This design comes from an exercise in tuning for small area and a short achievable clock period on the open sky130 flow, not from production work. RTL that was checked went through simulation tests only; none was proved equivalent to the original. No activity file was given, so power comes from the tool's default toggle rates.

==> inputs of 03-22 <==
==> flow/design.v <==
package st_source_pkg;
   localparam int data_w    = 32;
   localparam int channel_w = 4;
   localparam int idle_w    = 8;
   localparam int lat_w     = 16;
   localparam int txn_depth  = 16;
   localparam int resp_depth = 16;
   localparam int level_w    = 5;
   localparam int addr_w = 4;
   typedef logic [data_w-1:0]    st_data_t;
   typedef logic [channel_w-1:0] st_channel_t;
   typedef logic [idle_w-1:0]    idle_t;
   typedef logic [lat_w-1:0]     latency_t;
   typedef logic [addr_w-1:0]    apb_addr_t;
   localparam apb_addr_t reg_ctrl   = 4'h0;
   localparam apb_addr_t reg_data   = 4'h4;
   localparam apb_addr_t reg_status = 4'h8;
   localparam apb_addr_t reg_resp   = 4'hC;
   localparam int txn_w = idle_w + 2 + channel_w + data_w;
   typedef struct packed {
      idle_t       idles;
      logic        sop;
      logic        eop;
      st_channel_t channel;
      st_data_t    data;
   } st_txn_t;
endpackage
`timescale 1ns/1ps
module st_source (
   input  logic                          clk,
   input  logic                          reset,
   input  logic                          psel,
   input  logic                          penable,
   input  logic                          pwrite,
   input  st_source_pkg::apb_addr_t      paddr,
   input  logic [31:0]                   pwdata,
   output logic [31:0]                   prdata,
   output logic                          pready,
   output logic                          pslverr,
   output logic                          src_valid,
   output st_source_pkg::st_data_t       src_data,
   output st_source_pkg::st_channel_t    src_channel,
   output logic                          src_sop,
   output logic                          src_eop,
   input  logic                          src_ready
);
   localparam int dw = st_source_pkg::data_w;
   localparam int cw = st_source_pkg::channel_w;
   localparam int iw = st_source_pkg::idle_w;
   localparam int lw = st_source_pkg::lat_w;
   localparam int bw = dw + cw + 2;
   localparam int tw = iw + bw;
   logic          setup;
   logic          a_ctrl, a_data, a_status, a_resp;
   logic          sel_ctrl, sel_data, sel_resp, sel_status;
   assign setup    = psel && !penable;
   assign a_ctrl   =  pwrite && (paddr == st_source_pkg::reg_ctrl);
   assign a_data   =  pwrite && (paddr == st_source_pkg::reg_data);
   assign a_status = !pwrite && (paddr == st_source_pkg::reg_status);
   assign a_resp   = !pwrite && (paddr == st_source_pkg::reg_resp);
   always_ff @(posedge clk) begin
      sel_ctrl   <= setup && a_ctrl;
      sel_data   <= setup && a_data;
      sel_resp   <= setup && a_resp;
      sel_status <= setup && a_status;
   end
   assign pready = 1'b1;
   logic          ctrl_sop, ctrl_eop;
   st_source_pkg::st_channel_t   ctrl_channel;
   st_source_pkg::idle_t         ctrl_idles;
   always_ff @(posedge clk or posedge reset) begin
      if (reset) begin
         ctrl_sop     <= 1'b0;
         ctrl_eop     <= 1'b0;
         ctrl_channel <= '0;
         ctrl_idles   <= '0;
      end else if (sel_ctrl) begin
         ctrl_sop     <= pwdata[0];
         ctrl_eop     <= pwdata[1];
         ctrl_channel <= pwdata[7:4];
         ctrl_idles   <= pwdata[23:16];
      end
   end
   logic [tw-1:0]     tmem [15];
   logic [tw-1:0]     t_din, t_hd, t_mem_out;
   logic              t_hd_iz;
   logic [14:0]       t_woh;           
   logic [14:0]       t_roh;           
   logic [4:0]        t_cnt, t_cnt_n;
   logic              t_ne, t_one;     
   logic [14:0]       t_we;            
   logic              t_push, t_pop;
   logic              t_to_head, t_to_mem, t_from_mem;
   assign t_din      = {ctrl_idles, ctrl_sop, ctrl_eop, ctrl_channel, pwdata};
   assign t_push     = sel_data && !t_cnt[4];
   assign t_to_head  = t_push && (!t_ne || (t_one && t_pop));
   assign t_to_mem   = t_push && t_ne && !(t_one && t_pop);
   assign t_from_mem = t_pop && !t_one;
   always_comb begin
      t_mem_out = '0;
      for (int i = 0; i < 15; i++) t_mem_out = t_mem_out | ({tw{t_roh[i]}} & tmem[i]);
   end
   always_comb begin
      t_cnt_n = t_cnt;
      if (t_push && !t_pop)      t_cnt_n = t_cnt + 1'b1;
      else if (t_pop && !t_push) t_cnt_n = t_cnt - 1'b1;
   end
   always_ff @(posedge clk) begin
      for (int i = 0; i < 15; i++) begin
         if (t_we[i]) begin
            tmem[i] <= t_din;
         end
      end
      for (int i = 0; i < 15; i++) begin
         t_we[i] <= setup && a_data && (t_cnt_n != 5'd0) && !t_cnt_n[4] && t_woh[i];
      end
      if (t_from_mem) begin
         t_hd    <= t_mem_out;
         t_hd_iz <= (t_mem_out[bw +: iw] == '0);
      end else if (t_to_head) begin
         t_hd    <= t_din;
         t_hd_iz <= (ctrl_idles == '0);
      end
   end
   always_ff @(posedge clk or posedge reset) begin
      if (reset) begin
         t_woh <= 15'd1;
         t_roh <= 15'd1;
         t_cnt <= '0;
         t_ne  <= 1'b0;
         t_one <= 1'b0;
      end else begin
         if (t_to_mem)   t_woh <= {t_woh[13:0], t_woh[14]};
         if (t_from_mem) t_roh <= {t_roh[13:0], t_roh[14]};
         t_cnt <= t_cnt_n;
         t_ne  <= (t_cnt_n != 5'd0);
         t_one <= (t_cnt_n == 5'd1);
      end
   end
   logic [bw-1:0]  beat_q, beat_n;
   logic [bw-1:0]  port_q;             
   logic           valid_q, valid_n;
   logic           counting, counting_n;
   logic [iw-1:0]  idle_cnt;
   logic           last_idle;          
   logic           accept;
   assign accept = valid_q && src_ready;
   assign t_pop  = t_ne && !counting && (!valid_q || src_ready);
   assign beat_n = t_pop ? t_hd[bw-1:0] : beat_q;
   always_comb begin
      if (t_pop) begin
         valid_n    = t_hd_iz;
         counting_n = !t_hd_iz;
      end else if (counting) begin
         valid_n    = last_idle;
         counting_n = !last_idle;
      end else begin
         valid_n    = valid_q && !src_ready;
         counting_n = 1'b0;
      end
   end
   always_ff @(posedge clk) begin
      beat_q <= beat_n;
      if (t_pop) begin
         idle_cnt  <= t_hd[bw +: iw];
         last_idle <= (t_hd[bw +: iw] == iw'(1));
      end else begin
         idle_cnt  <= idle_cnt - 1'b1;
         last_idle <= (idle_cnt == iw'(2));
      end
   end
   always_ff @(posedge clk or posedge reset) begin
      if (reset) begin
         valid_q  <= 1'b0;
         counting <= 1'b0;
         port_q   <= '0;
      end else begin
         valid_q  <= valid_n;
         counting <= counting_n;
         port_q   <= {bw{valid_n}} & beat_n;
      end
   end
   assign src_valid   = valid_q;
   assign src_data    = port_q[dw-1:0];
   assign src_channel = port_q[dw +: cw];
   assign src_eop     = port_q[dw+cw];
   assign src_sop     = port_q[dw+cw+1];
   logic [lw-1:0]  stall_cnt;
   always_ff @(posedge clk) begin
      if (valid_q && !src_ready) begin
         stall_cnt <= (stall_cnt == '1) ? stall_cnt : stall_cnt + 1'b1;
      end else begin
         stall_cnt <= '0;
      end
   end
   logic [lw-1:0]  rmem [15];
   logic [lw-1:0]  r_head, r_head_n;
   logic [14:0]    r_woh;              
   logic [14:0]    r_roh;
   logic [lw-1:0]  r_mem_out;
   logic [4:0]     r_cnt, r_cnt_n;
   logic           r_ne, r_ne_n, r_one;
   logic [14:0]    r_wsel, r_woh_n;    
   logic           r_push, r_pop, r_pop_n;
   logic           r_to_head, r_to_mem, r_from_mem;
   logic           ovf_q, ovf_n;
   assign r_push     = accept && !r_cnt[4];
   assign r_pop      = sel_resp && r_ne;
   assign r_to_head  = r_push && (!r_ne || (r_one && r_pop));
   assign r_to_mem   = r_push && r_ne && !(r_one && r_pop);
   assign r_from_mem = r_pop && !r_one;
   assign ovf_n      = ovf_q || (accept && r_cnt[4]);
   assign r_pop_n    = setup && a_resp && r_ne_n;
   assign r_woh_n = r_to_mem ? {r_woh[13:0], r_woh[14]} : r_woh;
   always_comb begin
      r_cnt_n = r_cnt;
      if (r_push && !r_pop)      r_cnt_n = r_cnt + 1'b1;
      else if (r_pop && !r_push) r_cnt_n = r_cnt - 1'b1;
      r_ne_n = (r_cnt_n != 5'd0);
      r_mem_out = '0;
      for (int i = 0; i < 15; i++) r_mem_out = r_mem_out | ({lw{r_roh[i]}} & rmem[i]);
      if (r_from_mem)     r_head_n = r_mem_out;
      else if (r_to_head) r_head_n = stall_cnt;
      else                r_head_n = r_head;
   end
   always_ff @(posedge clk) begin
      for (int i = 0; i < 15; i++) begin
         if (src_ready && r_wsel[i]) begin
            rmem[i] <= stall_cnt;
         end
      end
      r_wsel <= {15{valid_n && !r_cnt_n[4] && r_ne_n && !((r_cnt_n == 5'd1) && r_pop_n)}} & r_woh_n;
      r_head <= r_head_n;
   end
   always_ff @(posedge clk or posedge reset) begin
      if (reset) begin
         r_woh <= 15'd1;
         r_roh <= 15'd1;
         r_cnt <= '0;
         r_ne  <= 1'b0;
         r_one <= 1'b0;
         ovf_q <= 1'b0;
      end else begin
         r_woh <= r_woh_n;
         if (r_from_mem) r_roh <= {r_roh[13:0], r_roh[14]};
         r_cnt <= r_cnt_n;
         r_ne  <= r_ne_n;
         r_one <= (r_cnt_n == 5'd1);
         ovf_q <= ovf_n;
      end
   end
   logic [17:0]   rdata_q;
   logic          complete_q;
   logic          err_data_q;
   always_ff @(posedge clk or posedge reset) begin
      if (reset) begin
         rdata_q    <= '0;
         err_data_q <= 1'b0;
         complete_q <= 1'b1;
      end else begin
         rdata_q <= '0;
         if (setup && a_status) begin
            rdata_q <= {ovf_n, 1'b0, 3'd0, r_cnt_n, 3'd0, t_cnt_n};
         end else if (setup && a_resp && r_ne_n) begin
            rdata_q <= {2'd0, r_head_n};
         end
         err_data_q <= setup && a_data && t_cnt_n[4];
         complete_q <= (t_cnt_n == '0) && !valid_n && !counting_n;
      end
   end
   assign prdata  = {14'd0, rdata_q[17], sel_status && complete_q, rdata_q[15:0]};
   assign pslverr = err_data_q || (sel_resp && !r_ne);
endmodule
==> flow/run.sh <==
#!/bin/bash
# synth_recipe.tcl (not shown) runs the flow's synth.tcl, then flattens the netlist and writes it again
# the make line also repeats each setting of config.mk as NAME=value (left out here)
make -C /OpenROAD-flow-scripts/flow DESIGN_CONFIG=/design/flow/config.mk WORK_HOME=/design/flow/orfs CLKGATE_MAP_FILE= SYNTH_SCRIPT=/design/flow/synth_recipe.tcl finish
==> flow/config.mk <==
export PLATFORM = sky130hd
export DESIGN_NAME = st_source
export DESIGN_NICKNAME = st_source
export VERILOG_FILES = /design/flow/design.v
export SDC_FILE = /design/flow/constraint.sdc
export NUM_CORES = 4
export LEC_CHECK = 0
export CAP_MARGIN = 20
export CORE_MARGIN = 2
export CORE_UTILIZATION = 55
export CTS_BUF_LIST = sky130_fd_sc_hd__clkbuf_16
export CTS_CLUSTER_DIAMETER = 80
export CTS_CLUSTER_SIZE = 24
export SETUP_SLACK_MARGIN = 2.6
export SLEW_MARGIN = 20
==> flow/constraint.sdc <==
create_clock -name core_clock -period 5.0 [get_ports {clk}]
set_input_delay 1.0000 -clock core_clock [delete_from_list [all_inputs] [get_ports {clk}]]
set_output_delay 1.0000 -clock core_clock [all_outputs]
set_load 0.01 [all_outputs]
==> inputs of 10-28, as changes to 03-22 <==
--- a/flow/design.v
+++ b/flow/design.v
@@ -86,8 +86,8 @@
    logic              t_hd_iz;
    logic [14:0]       t_woh;           
-   logic [14:0]       t_roh;           
+   logic [3:0]        t_rd;
    logic [4:0]        t_cnt, t_cnt_n;
    logic              t_ne, t_one;     
-   logic [14:0]       t_we;            
+   logic              t_wok;           
    logic              t_push, t_pop;
    logic              t_to_head, t_to_mem, t_from_mem;
@@ -97,8 +97,5 @@
    assign t_to_mem   = t_push && t_ne && !(t_one && t_pop);
    assign t_from_mem = t_pop && !t_one;
-   always_comb begin
-      t_mem_out = '0;
-      for (int i = 0; i < 15; i++) t_mem_out = t_mem_out | ({tw{t_roh[i]}} & tmem[i]);
-   end
+   assign t_mem_out  = tmem[t_rd];
    always_comb begin
       t_cnt_n = t_cnt;
@@ -108,11 +105,9 @@
    always_ff @(posedge clk) begin
       for (int i = 0; i < 15; i++) begin
-         if (t_we[i]) begin
+         if (sel_data && t_wok && t_woh[i]) begin
             tmem[i] <= t_din;
          end
       end
-      for (int i = 0; i < 15; i++) begin
-         t_we[i] <= setup && a_data && (t_cnt_n != 5'd0) && !t_cnt_n[4] && t_woh[i];
-      end
+      t_wok <= (t_cnt_n != 5'd0) && !t_cnt_n[4];
       if (t_from_mem) begin
          t_hd    <= t_mem_out;
@@ -126,5 +121,5 @@
       if (reset) begin
          t_woh <= 15'd1;
-         t_roh <= 15'd1;
+         t_rd  <= '0;
          t_cnt <= '0;
          t_ne  <= 1'b0;
@@ -132,5 +127,5 @@
       end else begin
          if (t_to_mem)   t_woh <= {t_woh[13:0], t_woh[14]};
-         if (t_from_mem) t_roh <= {t_roh[13:0], t_roh[14]};
+         if (t_from_mem) t_rd  <= (t_rd == 4'd14) ? 4'd0 : t_rd + 1'b1;
          t_cnt <= t_cnt_n;
          t_ne  <= (t_cnt_n != 5'd0);
@@ -197,9 +192,8 @@
    logic [lw-1:0]  r_head, r_head_n;
    logic [14:0]    r_woh;              
-   logic [14:0]    r_roh;
-   logic [lw-1:0]  r_mem_out;
+   logic [3:0]     r_rd;
    logic [4:0]     r_cnt, r_cnt_n;
    logic           r_ne, r_ne_n, r_one;
-   logic [14:0]    r_wsel, r_woh_n;    
+   logic           r_wok;              
    logic           r_push, r_pop, r_pop_n;
    logic           r_to_head, r_to_mem, r_from_mem;
@@ -212,5 +206,4 @@
    assign ovf_n      = ovf_q || (accept && r_cnt[4]);
    assign r_pop_n    = setup && a_resp && r_ne_n;
-   assign r_woh_n = r_to_mem ? {r_woh[13:0], r_woh[14]} : r_woh;
    always_comb begin
       r_cnt_n = r_cnt;
@@ -218,7 +211,5 @@
       else if (r_pop && !r_push) r_cnt_n = r_cnt - 1'b1;
       r_ne_n = (r_cnt_n != 5'd0);
-      r_mem_out = '0;
-      for (int i = 0; i < 15; i++) r_mem_out = r_mem_out | ({lw{r_roh[i]}} & rmem[i]);
-      if (r_from_mem)     r_head_n = r_mem_out;
+      if (r_from_mem)     r_head_n = rmem[r_rd];
       else if (r_to_head) r_head_n = stall_cnt;
       else                r_head_n = r_head;
@@ -226,9 +217,9 @@
    always_ff @(posedge clk) begin
       for (int i = 0; i < 15; i++) begin
-         if (src_ready && r_wsel[i]) begin
+         if (src_ready && r_wok && r_woh[i]) begin
             rmem[i] <= stall_cnt;
          end
       end
-      r_wsel <= {15{valid_n && !r_cnt_n[4] && r_ne_n && !((r_cnt_n == 5'd1) && r_pop_n)}} & r_woh_n;
+      r_wok  <= valid_n && !r_cnt_n[4] && r_ne_n && !((r_cnt_n == 5'd1) && r_pop_n);
       r_head <= r_head_n;
    end
@@ -236,5 +227,5 @@
       if (reset) begin
          r_woh <= 15'd1;
-         r_roh <= 15'd1;
+         r_rd  <= '0;
          r_cnt <= '0;
          r_ne  <= 1'b0;
@@ -242,6 +233,6 @@
          ovf_q <= 1'b0;
       end else begin
-         r_woh <= r_woh_n;
-         if (r_from_mem) r_roh <= {r_roh[13:0], r_roh[14]};
+         if (r_to_mem)   r_woh <= {r_woh[13:0], r_woh[14]};
+         if (r_from_mem) r_rd  <= (r_rd == 4'd14) ? 4'd0 : r_rd + 1'b1;
          r_cnt <= r_cnt_n;
          r_ne  <= r_ne_n;
--- a/flow/config.mk
+++ b/flow/config.mk
@@ -8,8 +8,5 @@
 export CAP_MARGIN = 20
 export CORE_MARGIN = 2
-export CORE_UTILIZATION = 55
-export CTS_BUF_LIST = sky130_fd_sc_hd__clkbuf_16
-export CTS_CLUSTER_DIAMETER = 80
-export CTS_CLUSTER_SIZE = 24
+export CORE_UTILIZATION = 40
 export SETUP_SLACK_MARGIN = 2.6
 export SLEW_MARGIN = 20
==> results.py <==
metrics = {
    "final_layout": {
        "seq-cell-share": 0.644,
        "final.clkbuf_count": 155,
    },
    "synthesis": {
        "synth_top_area_frac": 0.658,
    },
    "setup_path": {
        "critPathLaunch": "t_rd[2]$_DFFE_PP0P_",
        "worst-r2r-cell-count": 8,
        "worstSetupEndpointType": "flip-flop",
    },
    "sta": {
        "slew_headroom": 0.252,
        "finClkSkew_ns": 0.0677,
    },
    "outcome": {
        "status": "complete, no violations",
    },
    "route": {
        "drt-vias-per-instance": 6.07,
    },
    "place": {
        "dp_hpwl_um": 75000,
    },
    "power": {
        "swShare": 0.304,
        "pwr_density_cell_nw_per_um2": 495,
    },
    "die": {
        "design.core.area_um2": 111000,
    },
}
the above is filed under 10-28

==> results.py <==
metrics = {
    "route": {
        "drt-vias-per-instance": 6.48,
    },
    "outcome": {
        "status": "complete, no violations",
    },
    "setup_path": {
        "worstSetupEndpointType": "output port",
        "critPathLaunch": "complete_q$_DFF_PP1_",
    },
    "synthesis": {
        "synth_top_area_frac": 0.658,
    },
    "place": {
        "dp_hpwl_um": 61900,
    },
    "power": {
        "pwr_density_cell_nw_per_um2": 403,
        "swShare": 0.255,
    },
    "sta": {
        "finClkSkew_ns": 0.0221,
    },
    "die": {
        "design.core.area_um2": 80400,
    },
}
the above is filed under 03-22

Function not checked in 10-28: the RTL went through the layout flow alone.

## re-timing with driven ports
No port has a modelled driver above. Below, the same layouts with a new extraction and two added sets of constraints. Step 1, drivers: a clkbuf_16 drives clk and a buf_2 each remaining input, both assumed. Step 2 also shifts input and output timing later by t, the mid clock arrival at the registers, as if the neighbouring blocks saw the same clock. Slacks: ideal ports / drivers / drivers and shift; pairs: ideal ports / drivers.
run | t (ns) | setup WS [ns] | hold slack, ns | clock arrival spread, ns
03-22 | 0.732 | 2.542 / 2.474 / 1.953 | 0.452 / 0.452 / 0.452 | 0.025 / 0.025
10-28 | 0.771 | 2.277 / 2.277 / 1.842 | 0.429 / 0.429 / 0.429 | 0.101 / 0.102
After both steps setup and hold are still met in every run listed. For 03-22, which loses most, drivers alone change the setup slack by -0.068 ns; drivers and shift together by -0.589 ns.
